Source: an optimization exercise on an open RTL-to-GDS flow (aim: small area and a short achievable clock period). Production flows keep margins and buffers that such runs may drop.
No run shown here included a check of the RTL's function; only the layout flow was run.

==> flow/design.v, too long to show whole: its modules and the start of the top module <==
// module aes_g_xor2: 3 lines
// module aes_g_xnor2: 3 lines
// module aes_g_nand2: 3 lines
// module aes_g_nor2: 3 lines
// module aes_g_and2: 3 lines
// module aes_g_or2: 3 lines
// module aes_g_inv: 3 lines
// module aes_g_mux2: 3 lines
// module aes_g_mux2i: 3 lines
// module aes_gf4_inv: 22 lines
// module aes_gf4_inv_all: 22 lines
// module aes_sbox_lane: 215 lines
// module aes_sbox_lane_s: 209 lines
// module aes_mix_column: 286 lines
// module aes_column_mixer: 16 lines
// module aes_round_core: 166 lines
module aes_round_core (
	input logic i_clk,
	input logic i_rst,
	input logic i_valid,
	input logic i_decrypt,
	input logic i_skip_mix,
	input aes_gf_pkg::aes_state_t i_state,
	output logic o_valid,
	output aes_gf_pkg::aes_state_t o_state
);
  // ...
==> flow/run.sh <==
#!/bin/bash
# synth_recipe.tcl (not shown) runs the flow's synth.tcl, then flattens the netlist and writes it again
# the make line also repeats each setting of config.mk as NAME=value (left out here)
make -C /OpenROAD-flow-scripts/flow DESIGN_CONFIG=/design/flow/config.mk WORK_HOME=/design/flow/orfs CLKGATE_MAP_FILE= SYNTH_SCRIPT=/design/flow/synth_recipe.tcl finish
==> flow/config.mk <==
export PLATFORM = sky130hd
export DESIGN_NAME = aes_round_core
export DESIGN_NICKNAME = aes_round_core
export VERILOG_FILES = /design/flow/design.v
export SDC_FILE = /design/flow/constraint.sdc
export NUM_CORES = 4
export LEC_CHECK = 0
export CAP_MARGIN = 20
export CORE_MARGIN = 2
export CORE_UTILIZATION = 40
export SETUP_SLACK_MARGIN = 3.0
export SLEW_MARGIN = 20
export SYNTH_HIERARCHICAL = 1
==> flow/constraint.sdc <==
create_clock -name core_clock -period 5.5 [get_ports {i_clk}]
set_input_delay 1.1000 -clock core_clock [delete_from_list [all_inputs] [get_ports {i_clk}]]
set_output_delay 1.1000 -clock core_clock [all_outputs]
set_load 0.01 [all_outputs]
==> impl_metrics.csv, run 1 <==
group,metric,value,unit
run_status,status,"finished clean",
final_layout,nClkBuffers,102,
critical_path,worstSetupStartpointType,"flip-flop",
critical_path,cp-end-kind,"flip-flop",
min_path,hold_path_end,"skip_d[2]",
critical_path,crit_slowest_cell,"dfxtp_1",
critical_path,slowest_delay,400,ps
place,gp_congestion,0.837,
final_layout,num_antenna_cells,0,
critical_path,r2r-start,"u_lane13.d_r[2]",
final_layout,fill_cells,10200,
logic_synthesis,syn_area_per_cell,9.66,sq um
global_routing,antenna_found_initial,3,
final_layout,buffers,358,
final_layout,fin_util,49.5,%
die,io_pins,262,
timing,max_freq,404,MHz
clock_network,post_cts_buffers,41,
timing,setup_tns,0,ps
critical_path,worst-path-buf-inv,0,
detailed_routing,drtIter0Drc,1092,
==> module aes_round_core, before the edit <==
module aes_round_core (
	input logic i_clk,
	input logic i_rst,
	input logic i_valid,
	input logic i_decrypt,
	input logic i_skip_mix,
	input aes_gf_pkg::aes_state_t i_state,
	output logic o_valid,
	output aes_gf_pkg::aes_state_t o_state
);
	localparam int N_SB = 3;
	aes_gf_pkg::aes_state_t lane_bytes;
	aes_gf_pkg::aes_state_t mixed;
	logic [N_SB:0] valid_d;
	logic [N_SB:0] dec_d;
	logic [N_SB:0] skip_d;
	assign valid_d[0] = i_valid;
	assign dec_d[0] = i_decrypt;
	assign skip_d[0] = i_skip_mix;
	for (genvar i = 0; i < N_SB; i++)
	begin : g_ctrl
		always_ff @(posedge i_clk)
		begin
			dec_d[i+1] <= dec_d[i];
			skip_d[i+1] <= skip_d[i];
			if (i_rst)
				valid_d[i+1] <= 1'b0;
			else
				valid_d[i+1] <= valid_d[i];
		end
	end
	aes_sbox_lane_s u_lane0 (
		.i_clk(i_clk),
		.i_dec_in(dec_d[0]),
		.i_dec_out(dec_d[2]),
		.i_byte_enc(i_state[127:120]),
		.o_byte(lane_bytes[127:120])
	);
	aes_sbox_lane u_lane1 (
		.i_clk(i_clk),
		.i_dec_in(dec_d[0]),
		.i_dec_out(dec_d[2]),
		.i_byte_enc(i_state[87:80]),
		.i_byte_dec(i_state[23:16]),
		.o_byte(lane_bytes[119:112])
	);
	aes_sbox_lane_s u_lane2 (
		.i_clk(i_clk),
		.i_dec_in(dec_d[0]),
		.i_dec_out(dec_d[2]),
		.i_byte_enc(i_state[47:40]),
		.o_byte(lane_bytes[111:104])
	);
	aes_sbox_lane u_lane3 (
		.i_clk(i_clk),
		.i_dec_in(dec_d[0]),
		.i_dec_out(dec_d[2]),
		.i_byte_enc(i_state[7:0]),
		.i_byte_dec(i_state[71:64]),
		.o_byte(lane_bytes[103:96])
	);
	aes_sbox_lane_s u_lane4 (
		.i_clk(i_clk),
		.i_dec_in(dec_d[0]),
		.i_dec_out(dec_d[2]),
		.i_byte_enc(i_state[95:88]),
		.o_byte(lane_bytes[95:88])
	);
	aes_sbox_lane u_lane5 (
		.i_clk(i_clk),
		.i_dec_in(dec_d[0]),
		.i_dec_out(dec_d[2]),
		.i_byte_enc(i_state[55:48]),
		.i_byte_dec(i_state[119:112]),
		.o_byte(lane_bytes[87:80])
	);
	aes_sbox_lane_s u_lane6 (
		.i_clk(i_clk),
		.i_dec_in(dec_d[0]),
		.i_dec_out(dec_d[2]),
		.i_byte_enc(i_state[15:8]),
		.o_byte(lane_bytes[79:72])
	);
	aes_sbox_lane u_lane7 (
		.i_clk(i_clk),
		.i_dec_in(dec_d[0]),
		.i_dec_out(dec_d[2]),
		.i_byte_enc(i_state[103:96]),
		.i_byte_dec(i_state[39:32]),
		.o_byte(lane_bytes[71:64])
	);
	aes_sbox_lane_s u_lane8 (
		.i_clk(i_clk),
		.i_dec_in(dec_d[0]),
		.i_dec_out(dec_d[2]),
		.i_byte_enc(i_state[63:56]),
		.o_byte(lane_bytes[63:56])
	);
	aes_sbox_lane u_lane9 (
		.i_clk(i_clk),
		.i_dec_in(dec_d[0]),
		.i_dec_out(dec_d[2]),
		.i_byte_enc(i_state[23:16]),
		.i_byte_dec(i_state[87:80]),
		.o_byte(lane_bytes[55:48])
	);
	aes_sbox_lane_s u_lane10 (
		.i_clk(i_clk),
		.i_dec_in(dec_d[0]),
		.i_dec_out(dec_d[2]),
		.i_byte_enc(i_state[111:104]),
		.o_byte(lane_bytes[47:40])
	);
	aes_sbox_lane u_lane11 (
		.i_clk(i_clk),
		.i_dec_in(dec_d[0]),
		.i_dec_out(dec_d[2]),
		.i_byte_enc(i_state[71:64]),
		.i_byte_dec(i_state[7:0]),
		.o_byte(lane_bytes[39:32])
	);
	aes_sbox_lane_s u_lane12 (
		.i_clk(i_clk),
		.i_dec_in(dec_d[0]),
		.i_dec_out(dec_d[2]),
		.i_byte_enc(i_state[31:24]),
		.o_byte(lane_bytes[31:24])
	);
	aes_sbox_lane u_lane13 (
		.i_clk(i_clk),
		.i_dec_in(dec_d[0]),
		.i_dec_out(dec_d[2]),
		.i_byte_enc(i_state[119:112]),
		.i_byte_dec(i_state[55:48]),
		.o_byte(lane_bytes[23:16])
	);
	aes_sbox_lane_s u_lane14 (
		.i_clk(i_clk),
		.i_dec_in(dec_d[0]),
		.i_dec_out(dec_d[2]),
		.i_byte_enc(i_state[79:72]),
		.o_byte(lane_bytes[15:8])
	);
	aes_sbox_lane u_lane15 (
		.i_clk(i_clk),
		.i_dec_in(dec_d[0]),
		.i_dec_out(dec_d[2]),
		.i_byte_enc(i_state[39:32]),
		.i_byte_dec(i_state[103:96]),
		.o_byte(lane_bytes[7:0])
	);
	aes_column_mixer u_mixer (
		.i_decrypt(dec_d[N_SB]),
		.i_mix_en(~skip_d[N_SB]),
		.i_bytes(lane_bytes),
		.o_state(mixed)
	);
	always_ff @(posedge i_clk)
	begin
		o_state <= mixed;
		if (i_rst)
			o_valid <= 1'b0;
		else
			o_valid <= valid_d[N_SB];
	end
endmodule
==> inputs of run 2 (changes only) <==
--- a/flow/design.v
+++ b/flow/design.v
@@ -1,14 +1,14 @@
 package aes_gf_pkg;
 	typedef logic [8-1:0] gf_byte_t;
 	typedef logic [16*8-1:0] aes_state_t;
 endpackage
 package aes_round_pkg;
-	localparam int LATENCY = 4;
+	localparam int LATENCY = 3;
 endpackage
 module aes_g_xor2 (input logic a, input logic b, output logic y);
 	assign y = a ^ b;
 endmodule
 module aes_g_xnor2 (input logic a, input logic b, output logic y);
 	assign y = ~(a ^ b);
 endmodule
 module aes_g_nand2 (input logic a, input logic b, output logic y);
@@ -49,58 +49,34 @@
 			4'd11: o = 4'd14;
 			4'd12: o = 4'd1;
 			4'd13: o = 4'd9;
 			4'd14: o = 4'd11;
 			4'd15: o = 4'd15;
 			default: o = 4'd0;
 		endcase
 endmodule
-module aes_gf4_inv_all (input logic [3:0] i, output logic [4:0] o);
-	always_comb
-		case (i)
-			4'd0: o = 5'd0;
-			4'd1: o = 5'd24;
-			4'd2: o = 5'd17;
-			4'd3: o = 5'd9;
-			4'd4: o = 5'd6;
-			4'd5: o = 5'd20;
-			4'd6: o = 5'd15;
-			4'd7: o = 5'd12;
-			4'd8: o = 5'd5;
-			4'd9: o = 5'd27;
-			4'd10: o = 5'd10;
-			4'd11: o = 5'd29;
-			4'd12: o = 5'd3;
-			4'd13: o = 5'd18;
-			4'd14: o = 5'd23;
-			4'd15: o = 5'd30;
-			default: o = 5'd0;
-		endcase
-endmodule
 module aes_sbox_lane (
 	input logic i_clk,
 	input logic i_dec_in,
 	input logic i_dec_out,
 	input aes_gf_pkg::gf_byte_t i_byte_enc,
 	input aes_gf_pkg::gf_byte_t i_byte_dec,
 	output aes_gf_pkg::gf_byte_t o_byte
 );
 	logic e0, e1, e2, e3, e4, e5, e6, e7, x0, x1, x2, x3, x4, x5, x6, x7, dec_in, dec_out;
 	assign {e7, e6, e5, e4, e3, e2, e1, e0} = i_byte_enc;
 	assign {x7, x6, x5, x4, x3, x2, x1, x0} = i_byte_dec;
 	assign dec_in = i_dec_in;
 	assign dec_out = i_dec_out;
-	logic [7:0] in_q;
-	logic [3:0] a_r;
-	logic [3:0] b_r;
-	logic [2:0] all_r;
-	logic [3:0] d_r;
-	logic [7:0] o_q;
-	logic n1, n2, n3, n4, n6, n7, n8, n10, n12, n13, n15, n16, n17, n19, n20, n22, n23, n24, n26, n28, n29, n30, n31, n32, n33, n34, n35, n36, n37, n38, n39, n41, n42, n43, n44, n45, n46, n47, n48, n49, n50, n51, n52, n53, n54, n55, n56, n57, n58, n59, n60, n61, n62, n63, n64, n65, n66, n67, n68, n69, n70, n71, n72, n73, n74, n75, n76, n77, n78, n79, n80, n81, n82, n83, n84, n85, n86, n87, n88, n89, n90, n91, n92, n93, n94, n95, n96, n97, n98, n99, n100, n101, n102, n103, n104, n105, n106, n107, n108, n109, n110, n111, n112, n113, n114, n115, n116, n117, n118, n119, n120, n121, n122, n123, n124, n125, n126, n127, n128, n129, n130, n131, n132, n133, n134, n135, n136, n137, n138, n140, n141, n142, n144, n145, n146, n148, n149, n150, n152, n153, n154, n155, n156, n157, n158, n159, n161, n162, n164, n166, n167, n169, n171, n173, n174, n175, n176, n177, n178, n179, n180, n181, n182;
+	logic [3:0] a_q;
+	logic [3:0] b_q;
+	logic [3:0] c_q;
+	logic [7:0] inv_q;
+	logic n1, n2, n3, n4, n6, n7, n8, n10, n12, n13, n15, n16, n17, n19, n20, n22, n23, n24, n26, n28, n29, n30, n31, n32, n33, n34, n35, n36, n37, n38, n39, n41, n42, n43, n44, n45, n46, n47, n48, n49, n50, n51, n52, n53, n54, n55, n56, n57, n58, n59, n60, n61, n62, n63, n64, n65, n66, n67, n68, n69, n70, n71, n72, n73, n74, n75, n76, n77, n78, n79, n80, n81, n82, n83, n84, n85, n86, n87, n88, n89, n90, n91, n92, n93, n94, n95, n96, n97, n98, n99, n100, n101, n102, n103, n104, n105, n106, n107, n108, n109, n110, n111, n112, n113, n114, n115, n116, n117, n118, n119, n120, n121, n122, n123, n124, n125, n126, n127, n128, n129, n130, n131, n132, n133, n134, n135, n136, n137, n138, n139, n140, n141, n142, n143, n144, n145, n146, n147, n149, n150, n151, n152, n153, n154, n155, n156, n157, n159, n161, n163, n165, n167, n169, n170, n171, n172, n173, n174, n175, n176, n177, n178;
 	aes_g_xor2 u_n1 (.a(e0), .b(e1), .y(n1));
 	aes_g_xor2 u_n2 (.a(e2), .b(e5), .y(n2));
 	aes_g_xor2 u_n3 (.a(e6), .b(e7), .y(n3));
 	aes_g_xor2 u_n4 (.a(n1), .b(n2), .y(n4));
 	aes_g_xnor2 u_n6 (.a(n3), .b(n4), .y(n6));
 	aes_g_xor2 u_n7 (.a(e0), .b(e4), .y(n7));
 	aes_g_xor2 u_n8 (.a(e5), .b(e6), .y(n8));
 	aes_g_xnor2 u_n10 (.a(n7), .b(n8), .y(n10));
@@ -131,189 +107,176 @@
 	aes_g_mux2i u_n42 (.s(dec_in), .a1(n28), .a0(n6), .y(n42));
 	aes_g_mux2i u_n43 (.s(dec_in), .a1(n31), .a0(n10), .y(n43));
 	aes_g_mux2i u_n44 (.s(dec_in), .a1(n30), .a0(n12), .y(n44));
 	aes_g_mux2i u_n45 (.s(dec_in), .a1(n33), .a0(n15), .y(n45));
 	aes_g_mux2i u_n46 (.s(dec_in), .a1(n34), .a0(n19), .y(n46));
 	aes_g_mux2i u_n47 (.s(dec_in), .a1(n36), .a0(n20), .y(n47));
 	aes_g_mux2i u_n48 (.s(dec_in), .a1(n38), .a0(n22), .y(n48));
 	aes_g_mux2i u_n49 (.s(dec_in), .a1(n41), .a0(n26), .y(n49));
-	aes_g_xor2 u_n50 (.a(in_q[7]), .b(in_q[5]), .y(n50));
-	aes_g_xor2 u_n51 (.a(in_q[6]), .b(in_q[4]), .y(n51));
-	aes_g_xor2 u_n52 (.a(in_q[7]), .b(in_q[6]), .y(n52));
-	aes_g_xor2 u_n53 (.a(in_q[5]), .b(in_q[4]), .y(n53));
+	aes_g_xor2 u_n50 (.a(n42), .b(n44), .y(n50));
+	aes_g_xor2 u_n51 (.a(n43), .b(n45), .y(n51));
+	aes_g_xor2 u_n52 (.a(n42), .b(n43), .y(n52));
+	aes_g_xor2 u_n53 (.a(n44), .b(n45), .y(n53));
 	aes_g_xor2 u_n54 (.a(n50), .b(n51), .y(n54));
-	aes_g_xor2 u_n55 (.a(in_q[3]), .b(in_q[1]), .y(n55));
-	aes_g_xor2 u_n56 (.a(in_q[2]), .b(in_q[0]), .y(n56));
-	aes_g_xor2 u_n57 (.a(in_q[3]), .b(in_q[2]), .y(n57));
-	aes_g_xor2 u_n58 (.a(in_q[1]), .b(in_q[0]), .y(n58));
+	aes_g_xor2 u_n55 (.a(n46), .b(n48), .y(n55));
+	aes_g_xor2 u_n56 (.a(n47), .b(n49), .y(n56));
+	aes_g_xor2 u_n57 (.a(n46), .b(n47), .y(n57));
+	aes_g_xor2 u_n58 (.a(n48), .b(n49), .y(n58));
 	aes_g_xor2 u_n59 (.a(n55), .b(n56), .y(n59));
 	aes_g_nand2 u_n60 (.a(n52), .b(n57), .y(n60));
 	aes_g_nand2 u_n61 (.a(n51), .b(n56), .y(n61));
 	aes_g_nand2 u_n62 (.a(n54), .b(n59), .y(n62));
 	aes_g_nor2 u_n63 (.a(n51), .b(n56), .y(n63));
-	aes_g_nand2 u_n64 (.a(in_q[7]), .b(in_q[3]), .y(n64));
+	aes_g_nand2 u_n64 (.a(n42), .b(n46), .y(n64));
 	aes_g_xor2 u_n65 (.a(n63), .b(n64), .y(n65));
 	aes_g_xor2 u_n66 (.a(n60), .b(n62), .y(n66));
 	aes_g_xor2 u_n67 (.a(n65), .b(n66), .y(n67));
 	aes_g_nor2 u_n68 (.a(n50), .b(n55), .y(n68));
-	aes_g_nand2 u_n69 (.a(in_q[6]), .b(in_q[2]), .y(n69));
+	aes_g_nand2 u_n69 (.a(n43), .b(n47), .y(n69));
 	aes_g_xor2 u_n70 (.a(n68), .b(n69), .y(n70));
 	aes_g_xor2 u_n71 (.a(n60), .b(n61), .y(n71));
 	aes_g_xor2 u_n72 (.a(n70), .b(n71), .y(n72));
 	aes_g_nor2 u_n73 (.a(n53), .b(n58), .y(n73));
-	aes_g_nand2 u_n74 (.a(in_q[5]), .b(in_q[1]), .y(n74));
+	aes_g_nand2 u_n74 (.a(n44), .b(n48), .y(n74));
 	aes_g_xor2 u_n75 (.a(n73), .b(n74), .y(n75));
 	aes_g_xor2 u_n76 (.a(n61), .b(n62), .y(n76));
 	aes_g_xor2 u_n77 (.a(n75), .b(n76), .y(n77));
-	aes_g_nor2 u_n78 (.a(in_q[4]), .b(in_q[0]), .y(n78));
+	aes_g_nor2 u_n78 (.a(n45), .b(n49), .y(n78));
 	aes_g_nand2 u_n79 (.a(n53), .b(n58), .y(n79));
 	aes_g_xor2 u_n80 (.a(n78), .b(n79), .y(n80));
 	aes_g_nand2 u_n81 (.a(n50), .b(n55), .y(n81));
 	aes_g_xor2 u_n82 (.a(n81), .b(n61), .y(n82));
 	aes_g_xor2 u_n83 (.a(n80), .b(n82), .y(n83));
-	aes_gf4_inv_all u_n84 (.i({n67, n72, n77, n83}), .o({n84, n85, n86, n87, n88}));
-	aes_g_xor2 u_n89 (.a(a_r[3]), .b(a_r[1]), .y(n89));
-	aes_g_xor2 u_n90 (.a(a_r[2]), .b(a_r[0]), .y(n90));
-	aes_g_xor2 u_n91 (.a(a_r[3]), .b(a_r[2]), .y(n91));
-	aes_g_xor2 u_n92 (.a(a_r[1]), .b(a_r[0]), .y(n92));
-	aes_g_xor2 u_n93 (.a(b_r[3]), .b(b_r[1]), .y(n93));
-	aes_g_xor2 u_n94 (.a(b_r[2]), .b(b_r[0]), .y(n94));
-	aes_g_xor2 u_n95 (.a(b_r[3]), .b(b_r[2]), .y(n95));
-	aes_g_xor2 u_n96 (.a(b_r[1]), .b(b_r[0]), .y(n96));
-	aes_g_xor2 u_n97 (.a(d_r[3]), .b(d_r[1]), .y(n97));
-	aes_g_xor2 u_n98 (.a(d_r[2]), .b(d_r[0]), .y(n98));
-	aes_g_xor2 u_n99 (.a(d_r[3]), .b(d_r[2]), .y(n99));
-	aes_g_xor2 u_n100 (.a(d_r[1]), .b(d_r[0]), .y(n100));
-	aes_g_nand2 u_n101 (.a(n99), .b(n95), .y(n101));
-	aes_g_nand2 u_n102 (.a(d_r[3]), .b(b_r[3]), .y(n102));
-	aes_g_xor2 u_n103 (.a(n102), .b(n101), .y(n103));
-	aes_g_nand2 u_n104 (.a(d_r[2]), .b(b_r[2]), .y(n104));
-	aes_g_xor2 u_n105 (.a(n104), .b(n101), .y(n105));
-	aes_g_nand2 u_n106 (.a(n100), .b(n96), .y(n106));
-	aes_g_nand2 u_n107 (.a(d_r[1]), .b(b_r[1]), .y(n107));
-	aes_g_xor2 u_n108 (.a(n107), .b(n106), .y(n108));
-	aes_g_nand2 u_n109 (.a(d_r[0]), .b(b_r[0]), .y(n109));
-	aes_g_xor2 u_n110 (.a(n109), .b(n106), .y(n110));
-	aes_g_nand2 u_n111 (.a(n98), .b(n94), .y(n111));
-	aes_g_nand2 u_n112 (.a(all_r[0]), .b(all_r[1]), .y(n112));
-	aes_g_xor2 u_n113 (.a(n112), .b(n111), .y(n113));
-	aes_g_nand2 u_n114 (.a(n97), .b(n93), .y(n114));
-	aes_g_xor2 u_n115 (.a(n114), .b(n111), .y(n115));
-	aes_g_xor2 u_n116 (.a(n103), .b(n113), .y(n116));
-	aes_g_xor2 u_n117 (.a(n105), .b(n115), .y(n117));
-	aes_g_xor2 u_n118 (.a(n108), .b(n113), .y(n118));
-	aes_g_xor2 u_n119 (.a(n110), .b(n115), .y(n119));
-	aes_g_nand2 u_n120 (.a(n99), .b(n91), .y(n120));
-	aes_g_nand2 u_n121 (.a(d_r[3]), .b(a_r[3]), .y(n121));
-	aes_g_xor2 u_n122 (.a(n121), .b(n120), .y(n122));
-	aes_g_nand2 u_n123 (.a(d_r[2]), .b(a_r[2]), .y(n123));
-	aes_g_xor2 u_n124 (.a(n123), .b(n120), .y(n124));
-	aes_g_nand2 u_n125 (.a(n100), .b(n92), .y(n125));
-	aes_g_nand2 u_n126 (.a(d_r[1]), .b(a_r[1]), .y(n126));
-	aes_g_xor2 u_n127 (.a(n126), .b(n125), .y(n127));
-	aes_g_nand2 u_n128 (.a(d_r[0]), .b(a_r[0]), .y(n128));
-	aes_g_xor2 u_n129 (.a(n128), .b(n125), .y(n129));
-	aes_g_nand2 u_n130 (.a(n98), .b(n90), .y(n130));
-	aes_g_nand2 u_n131 (.a(all_r[0]), .b(all_r[2]), .y(n131));
-	aes_g_xor2 u_n132 (.a(n131), .b(n130), .y(n132));
-	aes_g_nand2 u_n133 (.a(n97), .b(n89), .y(n133));
-	aes_g_xor2 u_n134 (.a(n133), .b(n130), .y(n134));
-	aes_g_xor2 u_n135 (.a(n122), .b(n132), .y(n135));
-	aes_g_xor2 u_n136 (.a(n124), .b(n134), .y(n136));
-	aes_g_xor2 u_n137 (.a(n127), .b(n132), .y(n137));
-	aes_g_xor2 u_n138 (.a(n129), .b(n134), .y(n138));
-	aes_g_xnor2 u_n140 (.a(n118), .b(n135), .y(n140));
-	aes_g_xor2 u_n141 (.a(n116), .b(n135), .y(n141));
-	aes_g_xor2 u_n142 (.a(n117), .b(n138), .y(n142));
-	aes_g_xnor2 u_n144 (.a(n118), .b(n141), .y(n144));
-	aes_g_xor2 u_n145 (.a(n117), .b(n118), .y(n145));
-	aes_g_xor2 u_n146 (.a(n119), .b(n141), .y(n146));
-	aes_g_xnor2 u_n148 (.a(n145), .b(n146), .y(n148));
-	aes_g_xor2 u_n149 (.a(n135), .b(n136), .y(n149));
-	aes_g_xor2 u_n150 (.a(n138), .b(n145), .y(n150));
-	aes_g_xnor2 u_n152 (.a(n149), .b(n150), .y(n152));
-	aes_g_xor2 u_n153 (.a(n118), .b(n119), .y(n153));
-	aes_g_xor2 u_n154 (.a(n137), .b(n153), .y(n154));
-	aes_g_xor2 u_n155 (.a(n117), .b(n119), .y(n155));
-	aes_g_xor2 u_n156 (.a(n137), .b(n155), .y(n156));
-	aes_g_xor2 u_n157 (.a(n119), .b(n137), .y(n157));
-	aes_g_xnor2 u_n158 (.a(n119), .b(n137), .y(n158));
-	aes_g_xor2 u_n159 (.a(n137), .b(n141), .y(n159));
-	aes_g_xnor2 u_n161 (.a(n150), .b(n159), .y(n161));
-	aes_g_xor2 u_n162 (.a(n136), .b(n141), .y(n162));
-	aes_g_xnor2 u_n164 (.a(n150), .b(n162), .y(n164));
-	aes_g_xnor2 u_n166 (.a(n117), .b(n137), .y(n166));
-	aes_g_xor2 u_n167 (.a(n145), .b(n149), .y(n167));
-	aes_g_xnor2 u_n169 (.a(n157), .b(n167), .y(n169));
-	aes_g_xnor2 u_n171 (.a(n116), .b(n154), .y(n171));
-	aes_g_xnor2 u_n173 (.a(n118), .b(n137), .y(n173));
-	aes_g_inv u_n174 (.a(n136), .y(n174));
-	aes_g_mux2i u_n175 (.s(dec_out), .a1(n158), .a0(n140), .y(n175));
-	aes_g_mux2i u_n176 (.s(dec_out), .a1(n161), .a0(n141), .y(n176));
-	aes_g_mux2i u_n177 (.s(dec_out), .a1(n164), .a0(n142), .y(n177));
-	aes_g_mux2i u_n178 (.s(dec_out), .a1(n166), .a0(n144), .y(n178));
-	aes_g_mux2i u_n179 (.s(dec_out), .a1(n169), .a0(n148), .y(n179));
-	aes_g_mux2i u_n180 (.s(dec_out), .a1(n171), .a0(n152), .y(n180));
-	aes_g_mux2i u_n181 (.s(dec_out), .a1(n173), .a0(n154), .y(n181));
-	aes_g_mux2i u_n182 (.s(dec_out), .a1(n174), .a0(n156), .y(n182));
+	aes_g_xor2 u_n84 (.a(a_q[3]), .b(a_q[1]), .y(n84));
+	aes_g_xor2 u_n85 (.a(a_q[2]), .b(a_q[0]), .y(n85));
+	aes_g_xor2 u_n86 (.a(a_q[3]), .b(a_q[2]), .y(n86));
+	aes_g_xor2 u_n87 (.a(a_q[1]), .b(a_q[0]), .y(n87));
+	aes_g_xor2 u_n88 (.a(n84), .b(n85), .y(n88));
+	aes_g_xor2 u_n89 (.a(b_q[3]), .b(b_q[1]), .y(n89));
+	aes_g_xor2 u_n90 (.a(b_q[2]), .b(b_q[0]), .y(n90));
+	aes_g_xor2 u_n91 (.a(b_q[3]), .b(b_q[2]), .y(n91));
+	aes_g_xor2 u_n92 (.a(b_q[1]), .b(b_q[0]), .y(n92));
+	aes_g_xor2 u_n93 (.a(n89), .b(n90), .y(n93));
+	aes_gf4_inv u_n94 (.i({c_q[3], c_q[2], c_q[1], c_q[0]}), .o({n94, n95, n96, n97}));
+	aes_g_xor2 u_n98 (.a(n94), .b(n96), .y(n98));
+	aes_g_xor2 u_n99 (.a(n95), .b(n97), .y(n99));
+	aes_g_xor2 u_n100 (.a(n94), .b(n95), .y(n100));
+	aes_g_xor2 u_n101 (.a(n96), .b(n97), .y(n101));
+	aes_g_xor2 u_n102 (.a(n98), .b(n99), .y(n102));
+	aes_g_nand2 u_n103 (.a(n100), .b(n91), .y(n103));
+	aes_g_nand2 u_n104 (.a(n94), .b(b_q[3]), .y(n104));
+	aes_g_xor2 u_n105 (.a(n104), .b(n103), .y(n105));
+	aes_g_nand2 u_n106 (.a(n95), .b(b_q[2]), .y(n106));
+	aes_g_xor2 u_n107 (.a(n106), .b(n103), .y(n107));
+	aes_g_nand2 u_n108 (.a(n101), .b(n92), .y(n108));
+	aes_g_nand2 u_n109 (.a(n96), .b(b_q[1]), .y(n109));
+	aes_g_xor2 u_n110 (.a(n109), .b(n108), .y(n110));
+	aes_g_nand2 u_n111 (.a(n97), .b(b_q[0]), .y(n111));
+	aes_g_xor2 u_n112 (.a(n111), .b(n108), .y(n112));
+	aes_g_nand2 u_n113 (.a(n99), .b(n90), .y(n113));
+	aes_g_nand2 u_n114 (.a(n102), .b(n93), .y(n114));
+	aes_g_xor2 u_n115 (.a(n114), .b(n113), .y(n115));
+	aes_g_nand2 u_n116 (.a(n98), .b(n89), .y(n116));
+	aes_g_xor2 u_n117 (.a(n116), .b(n113), .y(n117));
+	aes_g_xor2 u_n118 (.a(n105), .b(n115), .y(n118));
+	aes_g_xor2 u_n119 (.a(n107), .b(n117), .y(n119));
+	aes_g_xor2 u_n120 (.a(n110), .b(n115), .y(n120));
+	aes_g_xor2 u_n121 (.a(n112), .b(n117), .y(n121));
+	aes_g_nand2 u_n122 (.a(n100), .b(n86), .y(n122));
+	aes_g_nand2 u_n123 (.a(n94), .b(a_q[3]), .y(n123));
+	aes_g_xor2 u_n124 (.a(n123), .b(n122), .y(n124));
+	aes_g_nand2 u_n125 (.a(n95), .b(a_q[2]), .y(n125));
+	aes_g_xor2 u_n126 (.a(n125), .b(n122), .y(n126));
+	aes_g_nand2 u_n127 (.a(n101), .b(n87), .y(n127));
+	aes_g_nand2 u_n128 (.a(n96), .b(a_q[1]), .y(n128));
+	aes_g_xor2 u_n129 (.a(n128), .b(n127), .y(n129));
+	aes_g_nand2 u_n130 (.a(n97), .b(a_q[0]), .y(n130));
+	aes_g_xor2 u_n131 (.a(n130), .b(n127), .y(n131));
+	aes_g_nand2 u_n132 (.a(n99), .b(n85), .y(n132));
+	aes_g_nand2 u_n133 (.a(n102), .b(n88), .y(n133));
+	aes_g_xor2 u_n134 (.a(n133), .b(n132), .y(n134));
+	aes_g_nand2 u_n135 (.a(n98), .b(n84), .y(n135));
+	aes_g_xor2 u_n136 (.a(n135), .b(n132), .y(n136));
+	aes_g_xor2 u_n137 (.a(n124), .b(n134), .y(n137));
+	aes_g_xor2 u_n138 (.a(n126), .b(n136), .y(n138));
+	aes_g_xor2 u_n139 (.a(n129), .b(n134), .y(n139));
+	aes_g_xor2 u_n140 (.a(n131), .b(n136), .y(n140));
+	aes_g_xor2 u_n141 (.a(inv_q[3]), .b(inv_q[5]), .y(n141));
+	aes_g_xnor2 u_n142 (.a(inv_q[3]), .b(inv_q[5]), .y(n142));
+	aes_g_xor2 u_n143 (.a(inv_q[3]), .b(inv_q[7]), .y(n143));
+	aes_g_xor2 u_n144 (.a(inv_q[0]), .b(inv_q[6]), .y(n144));
+	aes_g_xor2 u_n145 (.a(inv_q[7]), .b(n141), .y(n145));
+	aes_g_xnor2 u_n146 (.a(inv_q[7]), .b(n141), .y(n146));
+	aes_g_xor2 u_n147 (.a(inv_q[4]), .b(inv_q[6]), .y(n147));
+	aes_g_xnor2 u_n149 (.a(n147), .b(n145), .y(n149));
+	aes_g_xor2 u_n150 (.a(inv_q[2]), .b(n141), .y(n150));
+	aes_g_xor2 u_n151 (.a(n144), .b(n150), .y(n151));
+	aes_g_xnor2 u_n152 (.a(n144), .b(n150), .y(n152));
+	aes_g_xor2 u_n153 (.a(inv_q[1]), .b(inv_q[4]), .y(n153));
+	aes_g_xor2 u_n154 (.a(inv_q[5]), .b(n153), .y(n154));
+	aes_g_xor2 u_n155 (.a(inv_q[6]), .b(n153), .y(n155));
+	aes_g_xnor2 u_n156 (.a(inv_q[1]), .b(inv_q[4]), .y(n156));
+	aes_g_xor2 u_n157 (.a(inv_q[1]), .b(n144), .y(n157));
+	aes_g_xnor2 u_n159 (.a(n145), .b(n157), .y(n159));
+	aes_g_xnor2 u_n161 (.a(inv_q[7]), .b(n151), .y(n161));
+	aes_g_xnor2 u_n163 (.a(inv_q[1]), .b(inv_q[6]), .y(n163));
+	aes_g_xnor2 u_n165 (.a(n150), .b(n155), .y(n165));
+	aes_g_xnor2 u_n167 (.a(inv_q[7]), .b(n154), .y(n167));
+	aes_g_xnor2 u_n169 (.a(inv_q[1]), .b(inv_q[5]), .y(n169));
+	aes_g_inv u_n170 (.a(inv_q[2]), .y(n170));
+	assign n171 = ~(dec_out ? n156 : n142);
+	assign n172 = ~(dec_out ? n159 : n143);
+	assign n173 = ~(dec_out ? n161 : n144);
+	assign n174 = ~(dec_out ? n163 : n146);
+	assign n175 = ~(dec_out ? n165 : n149);
+	assign n176 = ~(dec_out ? n167 : n152);
+	assign n177 = ~(dec_out ? n169 : n154);
+	assign n178 = ~(dec_out ? n170 : n155);
 	always_ff @(posedge i_clk)
 	begin
-		in_q[7] <= n42;
-		in_q[6] <= n43;
-		in_q[5] <= n44;
-		in_q[4] <= n45;
-		in_q[3] <= n46;
-		in_q[2] <= n47;
-		in_q[1] <= n48;
-		in_q[0] <= n49;
-		a_r[3] <= in_q[7];
-		a_r[2] <= in_q[6];
-		a_r[1] <= in_q[5];
-		a_r[0] <= in_q[4];
-		b_r[3] <= in_q[3];
-		b_r[2] <= in_q[2];
-		b_r[1] <= in_q[1];
-		b_r[0] <= in_q[0];
-		all_r[2] <= n54;
-		all_r[1] <= n59;
-		all_r[0] <= n88;
-		d_r[3] <= n84;
-		d_r[2] <= n85;
-		d_r[1] <= n86;
-		d_r[0] <= n87;
-		o_q[7] <= n175;
-		o_q[6] <= n176;
-		o_q[5] <= n177;
-		o_q[4] <= n178;
-		o_q[3] <= n179;
-		o_q[2] <= n180;
-		o_q[1] <= n181;
-		o_q[0] <= n182;
+		a_q[3] <= n42;
+		a_q[2] <= n43;
+		a_q[1] <= n44;
+		a_q[0] <= n45;
+		b_q[3] <= n46;
+		b_q[2] <= n47;
+		b_q[1] <= n48;
+		b_q[0] <= n49;
+		c_q[3] <= n67;
+		c_q[2] <= n72;
+		c_q[1] <= n77;
+		c_q[0] <= n83;
+		inv_q[7] <= n118;
+		inv_q[6] <= n119;
+		inv_q[5] <= n120;
+		inv_q[4] <= n121;
+		inv_q[3] <= n137;
+		inv_q[2] <= n138;
+		inv_q[1] <= n139;
+		inv_q[0] <= n140;
 	end
-	assign o_byte = {o_q[7], o_q[6], o_q[5], o_q[4], o_q[3], o_q[2], o_q[1], o_q[0]};
+	assign o_byte = {n171, n172, n173, n174, n175, n176, n177, n178};
 endmodule
 module aes_sbox_lane_s (
 	input logic i_clk,
 	input logic i_dec_in,
 	input logic i_dec_out,
 	input aes_gf_pkg::gf_byte_t i_byte_enc,
 	output aes_gf_pkg::gf_byte_t o_byte
 );
 	logic e0, e1, e2, e3, e4, e5, e6, e7, dec_in, dec_out;
 	assign {e7, e6, e5, e4, e3, e2, e1, e0} = i_byte_enc;
 	assign dec_in = i_dec_in;
 	assign dec_out = i_dec_out;
-	logic [7:0] in_q;
-	logic [3:0] a_r;
-	logic [3:0] b_r;
-	logic [2:0] all_r;
-	logic [3:0] d_r;
-	logic [7:0] o_q;
-	logic n1, n2, n3, n4, n6, n7, n8, n10, n12, n13, n15, n16, n17, n19, n20, n22, n23, n24, n26, n28, n29, n30, n31, n32, n33, n34, n35, n37, n38, n39, n40, n41, n42, n43, n44, n45, n46, n47, n48, n49, n50, n51, n52, n53, n54, n55, n56, n57, n58, n59, n60, n61, n62, n63, n64, n65, n66, n67, n68, n69, n70, n71, n72, n73, n74, n75, n76, n77, n78, n79, n80, n81, n82, n83, n84, n85, n86, n87, n88, n89, n90, n91, n92, n93, n94, n95, n96, n97, n98, n99, n100, n101, n102, n103, n104, n105, n106, n107, n108, n109, n110, n111, n112, n113, n114, n115, n116, n117, n118, n119, n120, n121, n122, n123, n124, n125, n126, n127, n128, n129, n130, n131, n132, n133, n134, n136, n137, n138, n140, n141, n142, n144, n145, n146, n148, n149, n150, n151, n152, n153, n154, n155, n157, n158, n160, n162, n163, n165, n167, n169, n170, n171, n172, n173, n174, n175, n176, n177, n178;
+	logic [3:0] a_q;
+	logic [3:0] b_q;
+	logic [3:0] c_q;
+	logic [7:0] inv_q;
+	logic n1, n2, n3, n4, n6, n7, n8, n10, n12, n13, n15, n16, n17, n19, n20, n22, n23, n24, n26, n28, n29, n30, n31, n32, n33, n34, n35, n37, n38, n39, n40, n41, n42, n43, n44, n45, n46, n47, n48, n49, n50, n51, n52, n53, n54, n55, n56, n57, n58, n59, n60, n61, n62, n63, n64, n65, n66, n67, n68, n69, n70, n71, n72, n73, n74, n75, n76, n77, n78, n79, n80, n81, n82, n83, n84, n85, n86, n87, n88, n89, n90, n91, n92, n93, n94, n95, n96, n97, n98, n99, n100, n101, n102, n103, n104, n105, n106, n107, n108, n109, n110, n111, n112, n113, n114, n115, n116, n117, n118, n119, n120, n121, n122, n123, n124, n125, n126, n127, n128, n129, n130, n131, n132, n133, n134, n135, n136, n137, n138, n139, n140, n141, n142, n143, n145, n146, n147, n148, n149, n150, n151, n152, n153, n155, n157, n159, n161, n163, n165, n166, n167, n168, n169, n170, n171, n172, n173, n174;
 	aes_g_xor2 u_n1 (.a(e0), .b(e1), .y(n1));
 	aes_g_xor2 u_n2 (.a(e2), .b(e5), .y(n2));
 	aes_g_xor2 u_n3 (.a(e6), .b(e7), .y(n3));
 	aes_g_xor2 u_n4 (.a(n1), .b(n2), .y(n4));
 	aes_g_xnor2 u_n6 (.a(n3), .b(n4), .y(n6));
 	aes_g_xor2 u_n7 (.a(e0), .b(e4), .y(n7));
 	aes_g_xor2 u_n8 (.a(e5), .b(e6), .y(n8));
 	aes_g_xnor2 u_n10 (.a(n7), .b(n8), .y(n10));
@@ -340,170 +303,159 @@
 	aes_g_mux2i u_n38 (.s(dec_in), .a1(n28), .a0(n6), .y(n38));
 	aes_g_mux2i u_n39 (.s(dec_in), .a1(n29), .a0(n10), .y(n39));
 	aes_g_mux2i u_n40 (.s(dec_in), .a1(n30), .a0(n12), .y(n40));
 	aes_g_mux2i u_n41 (.s(dec_in), .a1(n31), .a0(n15), .y(n41));
 	aes_g_mux2i u_n42 (.s(dec_in), .a1(n32), .a0(n19), .y(n42));
 	aes_g_mux2i u_n43 (.s(dec_in), .a1(n33), .a0(n20), .y(n43));
 	aes_g_mux2i u_n44 (.s(dec_in), .a1(n34), .a0(n22), .y(n44));
 	aes_g_mux2i u_n45 (.s(dec_in), .a1(n37), .a0(n26), .y(n45));
-	aes_g_xor2 u_n46 (.a(in_q[7]), .b(in_q[5]), .y(n46));
-	aes_g_xor2 u_n47 (.a(in_q[6]), .b(in_q[4]), .y(n47));
-	aes_g_xor2 u_n48 (.a(in_q[7]), .b(in_q[6]), .y(n48));
-	aes_g_xor2 u_n49 (.a(in_q[5]), .b(in_q[4]), .y(n49));
+	aes_g_xor2 u_n46 (.a(n38), .b(n40), .y(n46));
+	aes_g_xor2 u_n47 (.a(n39), .b(n41), .y(n47));
+	aes_g_xor2 u_n48 (.a(n38), .b(n39), .y(n48));
+	aes_g_xor2 u_n49 (.a(n40), .b(n41), .y(n49));
 	aes_g_xor2 u_n50 (.a(n46), .b(n47), .y(n50));
-	aes_g_xor2 u_n51 (.a(in_q[3]), .b(in_q[1]), .y(n51));
-	aes_g_xor2 u_n52 (.a(in_q[2]), .b(in_q[0]), .y(n52));
-	aes_g_xor2 u_n53 (.a(in_q[3]), .b(in_q[2]), .y(n53));
-	aes_g_xor2 u_n54 (.a(in_q[1]), .b(in_q[0]), .y(n54));
+	aes_g_xor2 u_n51 (.a(n42), .b(n44), .y(n51));
+	aes_g_xor2 u_n52 (.a(n43), .b(n45), .y(n52));
+	aes_g_xor2 u_n53 (.a(n42), .b(n43), .y(n53));
+	aes_g_xor2 u_n54 (.a(n44), .b(n45), .y(n54));
 	aes_g_xor2 u_n55 (.a(n51), .b(n52), .y(n55));
 	aes_g_nand2 u_n56 (.a(n48), .b(n53), .y(n56));
 	aes_g_nand2 u_n57 (.a(n47), .b(n52), .y(n57));
 	aes_g_nand2 u_n58 (.a(n50), .b(n55), .y(n58));
 	aes_g_nor2 u_n59 (.a(n47), .b(n52), .y(n59));
-	aes_g_nand2 u_n60 (.a(in_q[7]), .b(in_q[3]), .y(n60));
+	aes_g_nand2 u_n60 (.a(n38), .b(n42), .y(n60));
 	aes_g_xor2 u_n61 (.a(n59), .b(n60), .y(n61));
 	aes_g_xor2 u_n62 (.a(n56), .b(n58), .y(n62));
 	aes_g_xor2 u_n63 (.a(n61), .b(n62), .y(n63));
 	aes_g_nor2 u_n64 (.a(n46), .b(n51), .y(n64));
-	aes_g_nand2 u_n65 (.a(in_q[6]), .b(in_q[2]), .y(n65));
+	aes_g_nand2 u_n65 (.a(n39), .b(n43), .y(n65));
 	aes_g_xor2 u_n66 (.a(n64), .b(n65), .y(n66));
 	aes_g_xor2 u_n67 (.a(n56), .b(n57), .y(n67));
 	aes_g_xor2 u_n68 (.a(n66), .b(n67), .y(n68));
 	aes_g_nor2 u_n69 (.a(n49), .b(n54), .y(n69));
-	aes_g_nand2 u_n70 (.a(in_q[5]), .b(in_q[1]), .y(n70));
+	aes_g_nand2 u_n70 (.a(n40), .b(n44), .y(n70));
 	aes_g_xor2 u_n71 (.a(n69), .b(n70), .y(n71));
 	aes_g_xor2 u_n72 (.a(n57), .b(n58), .y(n72));
 	aes_g_xor2 u_n73 (.a(n71), .b(n72), .y(n73));
-	aes_g_nor2 u_n74 (.a(in_q[4]), .b(in_q[0]), .y(n74));
+	aes_g_nor2 u_n74 (.a(n41), .b(n45), .y(n74));
 	aes_g_nand2 u_n75 (.a(n49), .b(n54), .y(n75));
 	aes_g_xor2 u_n76 (.a(n74), .b(n75), .y(n76));
 	aes_g_nand2 u_n77 (.a(n46), .b(n51), .y(n77));
 	aes_g_xor2 u_n78 (.a(n77), .b(n57), .y(n78));
 	aes_g_xor2 u_n79 (.a(n76), .b(n78), .y(n79));
-	aes_gf4_inv_all u_n80 (.i({n63, n68, n73, n79}), .o({n80, n81, n82, n83, n84}));
-	aes_g_xor2 u_n85 (.a(a_r[3]), .b(a_r[1]), .y(n85));
-	aes_g_xor2 u_n86 (.a(a_r[2]), .b(a_r[0]), .y(n86));
-	aes_g_xor2 u_n87 (.a(a_r[3]), .b(a_r[2]), .y(n87));
-	aes_g_xor2 u_n88 (.a(a_r[1]), .b(a_r[0]), .y(n88));
-	aes_g_xor2 u_n89 (.a(b_r[3]), .b(b_r[1]), .y(n89));
-	aes_g_xor2 u_n90 (.a(b_r[2]), .b(b_r[0]), .y(n90));
-	aes_g_xor2 u_n91 (.a(b_r[3]), .b(b_r[2]), .y(n91));
-	aes_g_xor2 u_n92 (.a(b_r[1]), .b(b_r[0]), .y(n92));
-	aes_g_xor2 u_n93 (.a(d_r[3]), .b(d_r[1]), .y(n93));
-	aes_g_xor2 u_n94 (.a(d_r[2]), .b(d_r[0]), .y(n94));
-	aes_g_xor2 u_n95 (.a(d_r[3]), .b(d_r[2]), .y(n95));
-	aes_g_xor2 u_n96 (.a(d_r[1]), .b(d_r[0]), .y(n96));
-	aes_g_nand2 u_n97 (.a(n95), .b(n91), .y(n97));
-	aes_g_nand2 u_n98 (.a(d_r[3]), .b(b_r[3]), .y(n98));
-	aes_g_xor2 u_n99 (.a(n98), .b(n97), .y(n99));
-	aes_g_nand2 u_n100 (.a(d_r[2]), .b(b_r[2]), .y(n100));
-	aes_g_xor2 u_n101 (.a(n100), .b(n97), .y(n101));
-	aes_g_nand2 u_n102 (.a(n96), .b(n92), .y(n102));
-	aes_g_nand2 u_n103 (.a(d_r[1]), .b(b_r[1]), .y(n103));
-	aes_g_xor2 u_n104 (.a(n103), .b(n102), .y(n104));
-	aes_g_nand2 u_n105 (.a(d_r[0]), .b(b_r[0]), .y(n105));
-	aes_g_xor2 u_n106 (.a(n105), .b(n102), .y(n106));
-	aes_g_nand2 u_n107 (.a(n94), .b(n90), .y(n107));
-	aes_g_nand2 u_n108 (.a(all_r[0]), .b(all_r[1]), .y(n108));
-	aes_g_xor2 u_n109 (.a(n108), .b(n107), .y(n109));
-	aes_g_nand2 u_n110 (.a(n93), .b(n89), .y(n110));
-	aes_g_xor2 u_n111 (.a(n110), .b(n107), .y(n111));
-	aes_g_xor2 u_n112 (.a(n99), .b(n109), .y(n112));
-	aes_g_xor2 u_n113 (.a(n101), .b(n111), .y(n113));
-	aes_g_xor2 u_n114 (.a(n104), .b(n109), .y(n114));
-	aes_g_xor2 u_n115 (.a(n106), .b(n111), .y(n115));
-	aes_g_nand2 u_n116 (.a(n95), .b(n87), .y(n116));
-	aes_g_nand2 u_n117 (.a(d_r[3]), .b(a_r[3]), .y(n117));
-	aes_g_xor2 u_n118 (.a(n117), .b(n116), .y(n118));
-	aes_g_nand2 u_n119 (.a(d_r[2]), .b(a_r[2]), .y(n119));
-	aes_g_xor2 u_n120 (.a(n119), .b(n116), .y(n120));
-	aes_g_nand2 u_n121 (.a(n96), .b(n88), .y(n121));
-	aes_g_nand2 u_n122 (.a(d_r[1]), .b(a_r[1]), .y(n122));
-	aes_g_xor2 u_n123 (.a(n122), .b(n121), .y(n123));
-	aes_g_nand2 u_n124 (.a(d_r[0]), .b(a_r[0]), .y(n124));
-	aes_g_xor2 u_n125 (.a(n124), .b(n121), .y(n125));
-	aes_g_nand2 u_n126 (.a(n94), .b(n86), .y(n126));
-	aes_g_nand2 u_n127 (.a(all_r[0]), .b(all_r[2]), .y(n127));
-	aes_g_xor2 u_n128 (.a(n127), .b(n126), .y(n128));
-	aes_g_nand2 u_n129 (.a(n93), .b(n85), .y(n129));
-	aes_g_xor2 u_n130 (.a(n129), .b(n126), .y(n130));
-	aes_g_xor2 u_n131 (.a(n118), .b(n128), .y(n131));
-	aes_g_xor2 u_n132 (.a(n120), .b(n130), .y(n132));
-	aes_g_xor2 u_n133 (.a(n123), .b(n128), .y(n133));
-	aes_g_xor2 u_n134 (.a(n125), .b(n130), .y(n134));
-	aes_g_xnor2 u_n136 (.a(n114), .b(n131), .y(n136));
-	aes_g_xor2 u_n137 (.a(n112), .b(n131), .y(n137));
-	aes_g_xor2 u_n138 (.a(n113), .b(n134), .y(n138));
-	aes_g_xnor2 u_n140 (.a(n114), .b(n137), .y(n140));
-	aes_g_xor2 u_n141 (.a(n113), .b(n114), .y(n141));
-	aes_g_xor2 u_n142 (.a(n115), .b(n137), .y(n142));
-	aes_g_xnor2 u_n144 (.a(n141), .b(n142), .y(n144));
-	aes_g_xor2 u_n145 (.a(n131), .b(n132), .y(n145));
-	aes_g_xor2 u_n146 (.a(n134), .b(n141), .y(n146));
-	aes_g_xnor2 u_n148 (.a(n145), .b(n146), .y(n148));
-	aes_g_xor2 u_n149 (.a(n114), .b(n115), .y(n149));
-	aes_g_xor2 u_n150 (.a(n133), .b(n149), .y(n150));
-	aes_g_xor2 u_n151 (.a(n113), .b(n115), .y(n151));
-	aes_g_xor2 u_n152 (.a(n133), .b(n151), .y(n152));
-	aes_g_xor2 u_n153 (.a(n115), .b(n133), .y(n153));
-	aes_g_xnor2 u_n154 (.a(n115), .b(n133), .y(n154));
-	aes_g_xor2 u_n155 (.a(n133), .b(n137), .y(n155));
-	aes_g_xnor2 u_n157 (.a(n146), .b(n155), .y(n157));
-	aes_g_xor2 u_n158 (.a(n132), .b(n137), .y(n158));
-	aes_g_xnor2 u_n160 (.a(n146), .b(n158), .y(n160));
-	aes_g_xnor2 u_n162 (.a(n113), .b(n133), .y(n162));
-	aes_g_xor2 u_n163 (.a(n141), .b(n145), .y(n163));
-	aes_g_xnor2 u_n165 (.a(n153), .b(n163), .y(n165));
-	aes_g_xnor2 u_n167 (.a(n112), .b(n150), .y(n167));
-	aes_g_xnor2 u_n169 (.a(n114), .b(n133), .y(n169));
-	aes_g_inv u_n170 (.a(n132), .y(n170));
-	aes_g_mux2i u_n171 (.s(dec_out), .a1(n154), .a0(n136), .y(n171));
-	aes_g_mux2i u_n172 (.s(dec_out), .a1(n157), .a0(n137), .y(n172));
-	aes_g_mux2i u_n173 (.s(dec_out), .a1(n160), .a0(n138), .y(n173));
-	aes_g_mux2i u_n174 (.s(dec_out), .a1(n162), .a0(n140), .y(n174));
-	aes_g_mux2i u_n175 (.s(dec_out), .a1(n165), .a0(n144), .y(n175));
-	aes_g_mux2i u_n176 (.s(dec_out), .a1(n167), .a0(n148), .y(n176));
-	aes_g_mux2i u_n177 (.s(dec_out), .a1(n169), .a0(n150), .y(n177));
-	aes_g_mux2i u_n178 (.s(dec_out), .a1(n170), .a0(n152), .y(n178));
+	aes_g_xor2 u_n80 (.a(a_q[3]), .b(a_q[1]), .y(n80));
+	aes_g_xor2 u_n81 (.a(a_q[2]), .b(a_q[0]), .y(n81));
+	aes_g_xor2 u_n82 (.a(a_q[3]), .b(a_q[2]), .y(n82));
+	aes_g_xor2 u_n83 (.a(a_q[1]), .b(a_q[0]), .y(n83));
+	aes_g_xor2 u_n84 (.a(n80), .b(n81), .y(n84));
+	aes_g_xor2 u_n85 (.a(b_q[3]), .b(b_q[1]), .y(n85));
+	aes_g_xor2 u_n86 (.a(b_q[2]), .b(b_q[0]), .y(n86));
+	aes_g_xor2 u_n87 (.a(b_q[3]), .b(b_q[2]), .y(n87));
+	aes_g_xor2 u_n88 (.a(b_q[1]), .b(b_q[0]), .y(n88));
+	aes_g_xor2 u_n89 (.a(n85), .b(n86), .y(n89));
+	aes_gf4_inv u_n90 (.i({c_q[3], c_q[2], c_q[1], c_q[0]}), .o({n90, n91, n92, n93}));
+	aes_g_xor2 u_n94 (.a(n90), .b(n92), .y(n94));
+	aes_g_xor2 u_n95 (.a(n91), .b(n93), .y(n95));
+	aes_g_xor2 u_n96 (.a(n90), .b(n91), .y(n96));
+	aes_g_xor2 u_n97 (.a(n92), .b(n93), .y(n97));
+	aes_g_xor2 u_n98 (.a(n94), .b(n95), .y(n98));
+	aes_g_nand2 u_n99 (.a(n96), .b(n87), .y(n99));
+	aes_g_nand2 u_n100 (.a(n90), .b(b_q[3]), .y(n100));
+	aes_g_xor2 u_n101 (.a(n100), .b(n99), .y(n101));
+	aes_g_nand2 u_n102 (.a(n91), .b(b_q[2]), .y(n102));
+	aes_g_xor2 u_n103 (.a(n102), .b(n99), .y(n103));
+	aes_g_nand2 u_n104 (.a(n97), .b(n88), .y(n104));
+	aes_g_nand2 u_n105 (.a(n92), .b(b_q[1]), .y(n105));
+	aes_g_xor2 u_n106 (.a(n105), .b(n104), .y(n106));
+	aes_g_nand2 u_n107 (.a(n93), .b(b_q[0]), .y(n107));
+	aes_g_xor2 u_n108 (.a(n107), .b(n104), .y(n108));
+	aes_g_nand2 u_n109 (.a(n95), .b(n86), .y(n109));
+	aes_g_nand2 u_n110 (.a(n98), .b(n89), .y(n110));
+	aes_g_xor2 u_n111 (.a(n110), .b(n109), .y(n111));
+	aes_g_nand2 u_n112 (.a(n94), .b(n85), .y(n112));
+	aes_g_xor2 u_n113 (.a(n112), .b(n109), .y(n113));
+	aes_g_xor2 u_n114 (.a(n101), .b(n111), .y(n114));
+	aes_g_xor2 u_n115 (.a(n103), .b(n113), .y(n115));
+	aes_g_xor2 u_n116 (.a(n106), .b(n111), .y(n116));
+	aes_g_xor2 u_n117 (.a(n108), .b(n113), .y(n117));
+	aes_g_nand2 u_n118 (.a(n96), .b(n82), .y(n118));
+	aes_g_nand2 u_n119 (.a(n90), .b(a_q[3]), .y(n119));
+	aes_g_xor2 u_n120 (.a(n119), .b(n118), .y(n120));
+	aes_g_nand2 u_n121 (.a(n91), .b(a_q[2]), .y(n121));
+	aes_g_xor2 u_n122 (.a(n121), .b(n118), .y(n122));
+	aes_g_nand2 u_n123 (.a(n97), .b(n83), .y(n123));
+	aes_g_nand2 u_n124 (.a(n92), .b(a_q[1]), .y(n124));
+	aes_g_xor2 u_n125 (.a(n124), .b(n123), .y(n125));
+	aes_g_nand2 u_n126 (.a(n93), .b(a_q[0]), .y(n126));
+	aes_g_xor2 u_n127 (.a(n126), .b(n123), .y(n127));
+	aes_g_nand2 u_n128 (.a(n95), .b(n81), .y(n128));
+	aes_g_nand2 u_n129 (.a(n98), .b(n84), .y(n129));
+	aes_g_xor2 u_n130 (.a(n129), .b(n128), .y(n130));
+	aes_g_nand2 u_n131 (.a(n94), .b(n80), .y(n131));
+	aes_g_xor2 u_n132 (.a(n131), .b(n128), .y(n132));
+	aes_g_xor2 u_n133 (.a(n120), .b(n130), .y(n133));
+	aes_g_xor2 u_n134 (.a(n122), .b(n132), .y(n134));
+	aes_g_xor2 u_n135 (.a(n125), .b(n130), .y(n135));
+	aes_g_xor2 u_n136 (.a(n127), .b(n132), .y(n136));
+	aes_g_xor2 u_n137 (.a(inv_q[3]), .b(inv_q[5]), .y(n137));
+	aes_g_xnor2 u_n138 (.a(inv_q[3]), .b(inv_q[5]), .y(n138));
+	aes_g_xor2 u_n139 (.a(inv_q[3]), .b(inv_q[7]), .y(n139));
+	aes_g_xor2 u_n140 (.a(inv_q[0]), .b(inv_q[6]), .y(n140));
+	aes_g_xor2 u_n141 (.a(inv_q[7]), .b(n137), .y(n141));
+	aes_g_xnor2 u_n142 (.a(inv_q[7]), .b(n137), .y(n142));
+	aes_g_xor2 u_n143 (.a(inv_q[4]), .b(inv_q[6]), .y(n143));
+	aes_g_xnor2 u_n145 (.a(n143), .b(n141), .y(n145));
+	aes_g_xor2 u_n146 (.a(inv_q[2]), .b(n137), .y(n146));
+	aes_g_xor2 u_n147 (.a(n140), .b(n146), .y(n147));
+	aes_g_xnor2 u_n148 (.a(n140), .b(n146), .y(n148));
+	aes_g_xor2 u_n149 (.a(inv_q[1]), .b(inv_q[4]), .y(n149));
+	aes_g_xor2 u_n150 (.a(inv_q[5]), .b(n149), .y(n150));
+	aes_g_xor2 u_n151 (.a(inv_q[6]), .b(n149), .y(n151));
+	aes_g_xnor2 u_n152 (.a(inv_q[1]), .b(inv_q[4]), .y(n152));
+	aes_g_xor2 u_n153 (.a(inv_q[1]), .b(n140), .y(n153));
+	aes_g_xnor2 u_n155 (.a(n141), .b(n153), .y(n155));
+	aes_g_xnor2 u_n157 (.a(inv_q[7]), .b(n147), .y(n157));
+	aes_g_xnor2 u_n159 (.a(inv_q[1]), .b(inv_q[6]), .y(n159));
+	aes_g_xnor2 u_n161 (.a(n146), .b(n151), .y(n161));
+	aes_g_xnor2 u_n163 (.a(inv_q[7]), .b(n150), .y(n163));
+	aes_g_xnor2 u_n165 (.a(inv_q[1]), .b(inv_q[5]), .y(n165));
+	aes_g_inv u_n166 (.a(inv_q[2]), .y(n166));
+	assign n167 = ~(dec_out ? n152 : n138);
+	assign n168 = ~(dec_out ? n155 : n139);
+	assign n169 = ~(dec_out ? n157 : n140);
+	assign n170 = ~(dec_out ? n159 : n142);
+	assign n171 = ~(dec_out ? n161 : n145);
+	assign n172 = ~(dec_out ? n163 : n148);
+	assign n173 = ~(dec_out ? n165 : n150);
+	assign n174 = ~(dec_out ? n166 : n151);
 	always_ff @(posedge i_clk)
 	begin
-		in_q[7] <= n38;
-		in_q[6] <= n39;
-		in_q[5] <= n40;
-		in_q[4] <= n41;
-		in_q[3] <= n42;
-		in_q[2] <= n43;
-		in_q[1] <= n44;
-		in_q[0] <= n45;
-		a_r[3] <= in_q[7];
-		a_r[2] <= in_q[6];
-		a_r[1] <= in_q[5];
-		a_r[0] <= in_q[4];
-		b_r[3] <= in_q[3];
-		b_r[2] <= in_q[2];
-		b_r[1] <= in_q[1];
-		b_r[0] <= in_q[0];
-		all_r[2] <= n50;
-		all_r[1] <= n55;
-		all_r[0] <= n84;
-		d_r[3] <= n80;
-		d_r[2] <= n81;
-		d_r[1] <= n82;
-		d_r[0] <= n83;
-		o_q[7] <= n171;
-		o_q[6] <= n172;
-		o_q[5] <= n173;
-		o_q[4] <= n174;
-		o_q[3] <= n175;
-		o_q[2] <= n176;
-		o_q[1] <= n177;
-		o_q[0] <= n178;
+		a_q[3] <= n38;
+		a_q[2] <= n39;
+		a_q[1] <= n40;
+		a_q[0] <= n41;
+		b_q[3] <= n42;
+		b_q[2] <= n43;
+		b_q[1] <= n44;
+		b_q[0] <= n45;
+		c_q[3] <= n63;
+		c_q[2] <= n68;
+		c_q[1] <= n73;
+		c_q[0] <= n79;
+		inv_q[7] <= n114;
+		inv_q[6] <= n115;
+		inv_q[5] <= n116;
+		inv_q[4] <= n117;
+		inv_q[3] <= n133;
+		inv_q[2] <= n134;
+		inv_q[1] <= n135;
+		inv_q[0] <= n136;
 	end
-	assign o_byte = {o_q[7], o_q[6], o_q[5], o_q[4], o_q[3], o_q[2], o_q[1], o_q[0]};
+	assign o_byte = {n167, n168, n169, n170, n171, n172, n173, n174};
 endmodule
 module aes_mix_column (
 	input logic i_dec,
 	input logic i_en,
 	input logic [31:0] i_col,
 	output logic [31:0] o_col
 );
 	logic s0_0, s0_1, s0_2, s0_3, s0_4, s0_5, s0_6, s0_7, s1_0, s1_1, s1_2, s1_3, s1_4, s1_5, s1_6, s1_7, s2_0, s2_1, s2_2, s2_3, s2_4, s2_5, s2_6, s2_7, s3_0, s3_1, s3_2, s3_3, s3_4, s3_5, s3_6, s3_7;
@@ -807,17 +759,17 @@
 	input logic i_rst,
 	input logic i_valid,
 	input logic i_decrypt,
 	input logic i_skip_mix,
 	input aes_gf_pkg::aes_state_t i_state,
 	output logic o_valid,
 	output aes_gf_pkg::aes_state_t o_state
 );
-	localparam int N_SB = 3;
+	localparam int N_SB = 2;
 	aes_gf_pkg::aes_state_t lane_bytes;
 	aes_gf_pkg::aes_state_t mixed;
 	logic [N_SB:0] valid_d;
 	logic [N_SB:0] dec_d;
 	logic [N_SB:0] skip_d;
 	assign valid_d[0] = i_valid;
 	assign dec_d[0] = i_decrypt;
 	assign skip_d[0] = i_skip_mix;
==> flow/config.mk (replaced) <==
export PLATFORM = sky130hd
export DESIGN_NAME = aes_round_core
export DESIGN_NICKNAME = aes_round_core
export VERILOG_FILES = /design/flow/design.v
export SDC_FILE = /design/flow/constraint.sdc
export NUM_CORES = 4
export LEC_CHECK = 0
export CAP_MARGIN = 20
export CORE_MARGIN = 2
export CORE_UTILIZATION = 40
export SETUP_SLACK_MARGIN = 2.8
export SLEW_MARGIN = 20
export SYNTH_HIERARCHICAL = 1
==> impl_metrics.csv, run 2 <==
group,metric,value,unit
run_status,status,"finished clean",
final_layout,fill_cells,8844,
clock_network,clockRootBuffer,"clkbuf_16",
detailed_routing,drtIter0Drc,1074,
final_layout,multi_input_area,37300,sq um
flow_run,drv_cap,0,
clock_network,clk_latency,630,ps
detailed_routing,drc_errors,0,
logic_synthesis,yosys_warnings,10,
detailed_routing,drtAntennaViolNets,0,
critical_path,critical_path.most_common_cell,"xor2_4",
logic_synthesis,netlist_instances,4531,
place,dp_worst_setup_slack,1530,ps
critical_path,arrival,3470,ps
critical_path,slowest_delay,390,ps
timing,hold_violations,0,
global_routing,grt_max_degree,67,
critical_path,worstSetupPathType,"reg -> reg",
die,io_pins,262,
timing,finalCriticalPeriod,2930,ps
logic_synthesis,synth_seq_cells,455,
timing,max_freq,341,MHz
clock_network,cts_hold_buf,0,
clock_network,cts_buffer_depth,3,
global_routing,grt_overflow,0,
logic_synthesis,synth_top_area_share,42.6,%
clock_network,clk_pin_slew,60,ps
clock_network,clkSinkCount,455,
critical_path,worstSetupStartpointType,"flip-flop",
logic_synthesis,synth_nets,4728,
logic_synthesis,yosysTopAreaCell,"xor2_1",
detailed_routing,wl_per_cell,15.8,microns
detailed_routing,routed_via_density,4.45,
timing,rsz0062_at_grt,"yes",
place,dp_hpwl,71600,microns
die,core_area,103000,sq um
detailed_routing,routed_wirelength,102000,microns
logic_synthesis,yosys_most_used_dff,"dfxtp_1",
logic_synthesis,syn_area_per_cell,9.17,sq um
critical_path,cp-end-kind,"flip-flop",
critical_path,crit_slowest_cell,"dfxtp_4",
timing,tightest_slew,810,ps
detailed_routing,vias,28900,
die,fp.dieW,326,microns
clock_network,htree_levels,2,
die,initial_core_util,40.2,%
timing,finalCritPeriodShare,53.3,%
timing,hold_ws,324,ps
detailed_routing,drt-pass1-iter-count,7,
clock_network,cts_tree,"done",
logic_synthesis,synth_seq_area_share,21.9,%
final_layout,final_layout_size_suffix_gt1_share,28.8,%
global_routing,grt_pass1_vias,29200,
timing,setup_tns,0,ps
global_routing,grt_pass1_wl,155000,microns
global_routing,grt_use_total,17.9,%
final_layout,nets,5256,
final_layout,seq_area,9320,sq um
global_routing,antenna_found_initial,2,
final_layout,final_cell_mix,"xor2_1 (1636), nand2_1 (603), xnor2_1 (476), buf_4 (412), dfxtp_1 (375)",
logic_synthesis,synth_edf_count,0,
final_layout,regMostFlops,"o_state",
timing,setup_viol,0,
final_layout,area_growth,37.9,%
timing,relSlewSlack,46.0,%
logic_synthesis,netlist_top_cells_count,"xor2_1 (2020), nand2_1 (624), xnor2_1 (576), dfxtp_1 (455)",
place,portBuffers,261,
final_layout,final_common_cell,"xor2_1",
critical_path,worstPathMaxFanout,6,
logic_synthesis,ys_types,16,
die,die_h,326,microns
die,std_cell_rows,118,
timing,fin_ws,2570,ps
logic_synthesis,synthTopCellsByArea,"xor2_1 (43%), dfxtp_1 (22%), xnor2_1 (12%)",
min_path,min_path_type,"reg -> reg",
critical_path,path_cells,"xor2_4, xor2_2, xor2_1, xnor2_1, mux2i_4, xor2_4, xor2_4, buf_12, xor2_4, xor2_1, nand2_2, xnor2_2",
timing,final-max-slew-violation-count,0,
die,die_area,107000,sq um
final_layout,largest_reg_flops,128,
logic_synthesis,syn-cell-area,41600,sq um
place,gp_congestion,0.841,
critical_path,critPathRequiredTime,6030,ps
logic_synthesis,yosysMostFrequentCell,"xor2_1",
clock_network,cts_buffers,53,
logic_synthesis,synthArstFlopShare,0,%
timing,fin_skew,30.8,ps
-- run 2: area by class of cell --
type | count | share of cell area, %
well taps | 1380 | 3.01
repair buffers | 745 | 11.8
inverters | 81 | 0.537
flip-flops and latches | 455 | 16.3
multi-input cells | 3723 | 65.1
clock inverters | 35 | 0.742
clock buffers | 64 | 2.60
diodes | 1 | 0.00437
-- run 2: metrics by stage --
stage | cells | utilization (%) | instance area [sq um]
after floorplan | 4531 | - | 43200
after global placement | 5936 | 44.3 | 45800
after detailed placement | 5936 | 44.3 | 45800
after CTS | 6320 | 52.0 | 53700
after global routing | 6483 | 55.4 | 57300
final | 6484 | 55.4 | 57300
-- run 2: cells by family (layout without fill, tap and decap cells) --
kind of cell             Yosys count  count (layout)  synth area share, %
AO/OA/AOI/OAI                     32              32                0.578
buffers and inverters            353             925                 5.79
XOR/XNOR                        2596            2596                 54.7
adder cells (fa/ha/maj)           64              64                 1.93
AND/OR/NAND/NOR                  743             743                 6.90
multiplexers                     288             288                 8.19
other                              0               1                    0
flip-flops                       455             455                 21.9
-- run 2: layer usage --
layer | routed length, microns | share of wire, % | global-route usage (%)
met1 | 46000 | 45 | 23.6
met2 | 50700 | 50 | 30.8
met3 | 2830 | 2.8 | 2.25
met4 | 2670 | 2.6 | 5.25
met5 | 0 | 0 | 0
-- run 2: final timing paths --
check                                 startpoint     endpoint  slack (ps)  depth (start not counted)
worst max-delay path            u_lane7.inv_q[3]  o_state[84]        2570                         12
worst min-delay path                    dec_d[1]     dec_d[2]         320                          0
worst max register to register  u_lane7.inv_q[3]  o_state[84]        2570                         12
worst min register to register          dec_d[1]     dec_d[2]         320                          0
-- run 2: repair_timing --
item	CTS	global route
gates resized for setup	763	446
pin swaps	151	225
buffers inserted	282	160
cloned	3	3
setup endpoints to repair	223	228
-- run 2: worst max-delay path, delay by kind of cell (launching register included) --
family        cells  cell delay [ps]
xor+xnor          9             1860
flops             1              390
simple gates      1              130
buf+inv           1              150
mux               1              290
-- run 2: Yosys stat by module (local to each module, per instance), a selection --
module / cells / flops+latches / copies in the design / area [sq um]
aes_g_mux2i: 1 / 0 / 128 / 10.0
aes_round_core: 139 / 135 / 1 / 2730
aes_g_inv: 1 / 0 / 32 / 3.75
aes_g_and2: 1 / 0 / 4 / 6.26
aes_g_xor2: 1 / 0 / 2020 / 8.76
aes_g_nor2: 1 / 0 / 64 / 3.75
aes_sbox_lane_s: 37 / 20 / 8 / 552
aes_g_nand2: 1 / 0 / 608 / 3.75
aes_mix_column: 64 / 0 / 4 / 520

[separate check: timing with driven ports]
No port has a modelled driver above. Below, the same layouts with a new extraction and two added sets of constraints.
Step 1 assumes that a clkbuf_16 drives the clock port and a buf_2 every other input.
Step 2 moves the port delays by t, midway between the first and last clock arrival at a register: inputs arrive t later, outputs are due t later. That takes back most of the time a late clock gives input paths.
Three values: ideal ports, drivers, drivers and shift; two values: the first two.
run | t, ns | setup slack, ns | worst setup path after step 2 | clock arrival spread, ns | worst slew at a driven data input, ns
run 1 | 0.702 | 3.027 / 2.999 / 2.441 | input to register | 0.029 / 0.029 | 0.04
run 2 | 0.690 | 2.568 / 2.568 / 2.081 | input to register | 0.037 / 0.037 | 0.28
After both steps setup and hold are still met in every run listed. For run 1, which loses most, drivers alone change the setup slack by -0.028 ns; drivers and shift together by -0.586 ns.
